What follows belongs to an exercise in optimizing a design on an open flow for small area, a short achievable clock period and few clock cycles per item; a production flow would make more cautious choices.
Only simulation tests tie the RTL to the original design; equivalence was not proved.
Power and IR drop assume default switching activity.

## lane 1
## arp_cache_lru_unit
module arp_cache_lru_unit (
	input  logic              clk,
	input  logic              arst_n,
	input  logic              in_valid,
	output logic              in_stall,
	input  logic              command,
	input  logic [acl_pkg::IP_W-1:0]   ip_addr,
	input  logic [acl_pkg::MAC_W-1:0]  mac_addr,
	output logic              out_valid,
	input  logic              out_stall,
	output logic [acl_pkg::MAC_W-1:0]  found_mac,
	output logic              hit,
	output logic              is_bcast,
	output logic [acl_pkg::SLOT_W-1:0] slot_used,
	input  logic              cfg_we,
	input  logic              cfg_index,
	input  logic [acl_pkg::CFG_W-1:0]  cfg_data
);
Size in the first run: about 180 I/O pins.
clock: 5.0 ns
lec_check: 0
abc_area: 1
cap_margin: 20
core_margin: 2
core_utilization: 40
cts_cluster_diameter: 120
cts_cluster_size: 25
setup_slack_margin: 2.8
slew_margin: 20
standard.sh (not shown) runs the stock make flow with config.mk's settings and CLKGATE_MAP_FILE= SYNTH_SCRIPT=/design/flow/synth_recipe.tcl, a recipe that flattens the netlist after the stock synthesis.
==> flow/flow/run.sh <==
#!/bin/bash
# The standard layout, except that port buffering uses a plain buffer cell
# instead of the delay cell it picks by default.
set -e
export BUFFER_PORTS_ARGS="-buffer_cell sky130_fd_sc_hd__buf_2"
bash standard.sh > standard.log 2>&1
Testbench counts of lane 1, summed over its fixed seeds: cycles 8,016, items 8,000.
The inputs of lane 2 differ from those of lane 1 as listed below.
# lane 1
export LEC_CHECK = 0
export ABC_AREA = 1
export CAP_MARGIN = 20
export CORE_MARGIN = 2
export CORE_UTILIZATION = 40
export CTS_CLUSTER_DIAMETER = 120
export CTS_CLUSTER_SIZE = 25
export SETUP_SLACK_MARGIN = 2.8
export SLEW_MARGIN = 20
create_clock -name core_clock -period 5.0 [get_ports {clk}]
# lane 2
export LEC_CHECK = 0
export ABC_AREA = 1
export CAP_MARGIN = 20
export CORE_MARGIN = 2
export CORE_UTILIZATION = 50
export CTS_CLUSTER_DIAMETER = 120
export CTS_CLUSTER_SIZE = 25
export SETUP_SLACK_MARGIN = 2.6
export SLEW_MARGIN = 20
create_clock -name core_clock -period 5.0 [get_ports {clk}]
The final layouts of lane 2 and lane 1 pass the timing, DRC and antenna checks.
The higher maximum resistive drop on vdd of lane 2 and lane 1 is in lane 1.
Relative to lane 1, the number of vias after detailed routing measured on lane 2 has decreased slightly.
Lane 2 and lane 1 ended up with nearly the same clock network area share.
Final cell utilization of the core in lane 2 is 9.1 points above lane 1.
Comparing fraction of power spent switching nets for lane 2 and lane 1, the smaller number came from lane 2.
Per the comparison of lane 2 with lane 1, final critical delay including setup and external delays shows a reduction of 0.012 ns; hold slack shows an increase of 0.062 ns.
Edits applied to the flow inputs when going from lane 2 to lane 3:
# lane 2
export LEC_CHECK = 0
export ABC_AREA = 1
export CAP_MARGIN = 20
export CORE_MARGIN = 2
export CORE_UTILIZATION = 50
export CTS_CLUSTER_DIAMETER = 120
export CTS_CLUSTER_SIZE = 25
export SETUP_SLACK_MARGIN = 2.6
export SLEW_MARGIN = 20
create_clock -name core_clock -period 5.0 [get_ports {clk}]
# lane 3
export LEC_CHECK = 0
export ABC_AREA = 1
export CAP_MARGIN = 20
export CORE_MARGIN = 2
export CORE_UTILIZATION = 40
export CTS_CLUSTER_DIAMETER = 120
export CTS_CLUSTER_SIZE = 25
export SETUP_SLACK_MARGIN = 2.6
export SLEW_MARGIN = 20
create_clock -name core_clock -period 5.0 [get_ports {clk}]
==> flow/flow/run.sh <==
#!/bin/bash
# The standard layout, except that port buffering uses a plain buffer cell
# instead of the delay cell it picks by default, and clock tree synthesis adds
# no dummy loads.
set -e
export BUFFER_PORTS_ARGS="-buffer_cell sky130_fd_sc_hd__buf_2"
export CTS_ARGS="-sink_clustering_enable -repair_clock_nets -sink_clustering_size 25 -sink_clustering_max_diameter 120 -dont_use_dummy_load"
bash standard.sh > standard.log 2>&1
- Against lane 2, lane 3 reports a clock share of power that is lower.
- Sort lane 3 and lane 2 by number of buffers created by CTS, descending, and lane 3 comes first.
- Global-route usage: lane 3 vs lane 2 down 5.8 points
- Between lane 3 and lane 2, it is lane 3 whose area growth from synthesis to layout is higher, by 1.1 points.
- Min final instance count without filler cells across lane 3 and lane 2: lane 2
- Lane 2 → lane 3: die area went up by 33000 sq um; met2 wire length went up by 5.8%.
- Sequential share of layout area in lane 3 is 0.66 points below lane 2.
Relative to lane 3, the following input files were edited for lane 4:
==> flow/flow/run.sh <==
#!/bin/bash
# The standard layout, except that port buffering uses a plain buffer cell
# instead of the delay cell it picks by default.
set -e
export BUFFER_PORTS_ARGS="-buffer_cell sky130_fd_sc_hd__buf_2"
bash standard.sh > standard.log 2>&1
==> comparison <==
[lane 4 vs lane 3] via density per instance: lower in lane 4. In the flow results for lane 3 and lane 4, the number of logic stages on the critical path including buffering is larger on lane 3. Lane 3 reports its standard cell with the maximum stage delay on the critical path as sky130_fd_sc_hd__edfxtp_1 while lane 4 reports sky130_fd_sc_hd__dfrtp_1. The lower logic gate share of total power came out of lane 4. Lane 4 vs lane 3 on met3 track demand over resource: lane 4 is the higher one.
Setup changes, lane 4 to lane 5
# lane 4
export LEC_CHECK = 0
export ABC_AREA = 1
export CAP_MARGIN = 20
export CORE_MARGIN = 2
export CORE_UTILIZATION = 40
export CTS_CLUSTER_DIAMETER = 120
export CTS_CLUSTER_SIZE = 25
export SETUP_SLACK_MARGIN = 2.6
export SLEW_MARGIN = 20
create_clock -name core_clock -period 5.0 [get_ports {clk}]
# lane 5
export LEC_CHECK = 0
export ABC_AREA = 1
export CAP_MARGIN = 20
export CORE_MARGIN = 2
export CORE_UTILIZATION = 40
export CTS_CLUSTER_DIAMETER = 120
export CTS_CLUSTER_SIZE = 25
export SETUP_SLACK_MARGIN = 2.7
export SLEW_MARGIN = 20
create_clock -name core_clock -period 5.0 [get_ports {clk}]
Findings:
Lane 5 reached the final stage; the timing, DRC and antenna checks on its layout passed.
Lane 4 went all the way through the flow, and no timing, DRC or antenna check failed.
Lane 5: share of the final layout cell area in sequential cells 0.54 points below lane 4
Area growth from synthesis to final layout was higher in the run labelled lane 5.
Lane 5 against lane 4: total track usage now larger, share of the core filled with cells grew by 0.38 points, total number of vias stayed essentially flat, non-filler instance count after layout saw an increase.
Higher final period utilization goes to lane 4 over lane 5.
For lane 5, the launch point of the worst path was w_midx_q[1]$_DFFE_PP_, unlike lane 4, where it was slot_q[3]$_DFFE_PN0N_.
Taking lane 4 as the reference, in lane 5 global-route wire length before repair +2.8 mm, met3 wire length +160 um.
Pre-CTS setup slack, lane 4 and lane 5: smaller value in lane 4
Compared with lane 4, lane 5 improves fmax.

[port drivers added, routing unchanged]
No port has a modelled driver above. Below, the same layouts with a new extraction and two added sets of constraints. Step 1, drivers: a clkbuf_16 drives clk and a buf_2 each remaining input, both assumed. Step 2, shift: input delay + t, output delay - t, t = (earliest + latest rising clock arrival at the registers) / 2. This alone moves slack from input paths to output paths. Slacks: no drivers / after step 1 / after step 2; pairs: no drivers / after step 1.
run | t, ns | setup WS [ns] | worst slew at a driven data input, ns
lane 1 | 0.797 | 2.589 / 2.524 / 2.000 | 0.19
lane 2 | 0.787 | 2.602 / 2.549 / 1.836 | 0.11
lane 3 | 0.776 | 2.583 / 2.518 / 1.887 | 0.17
lane 4 | 0.793 | 2.607 / 2.533 / 1.899 | 0.17
lane 5 | 0.790 | 2.631 / 2.563 / 1.993 | 0.19
After both steps setup and hold are still met in every run listed. For lane 2, which loses most, drivers alone change the setup slack by -0.053 ns; drivers and shift together by -0.766 ns.
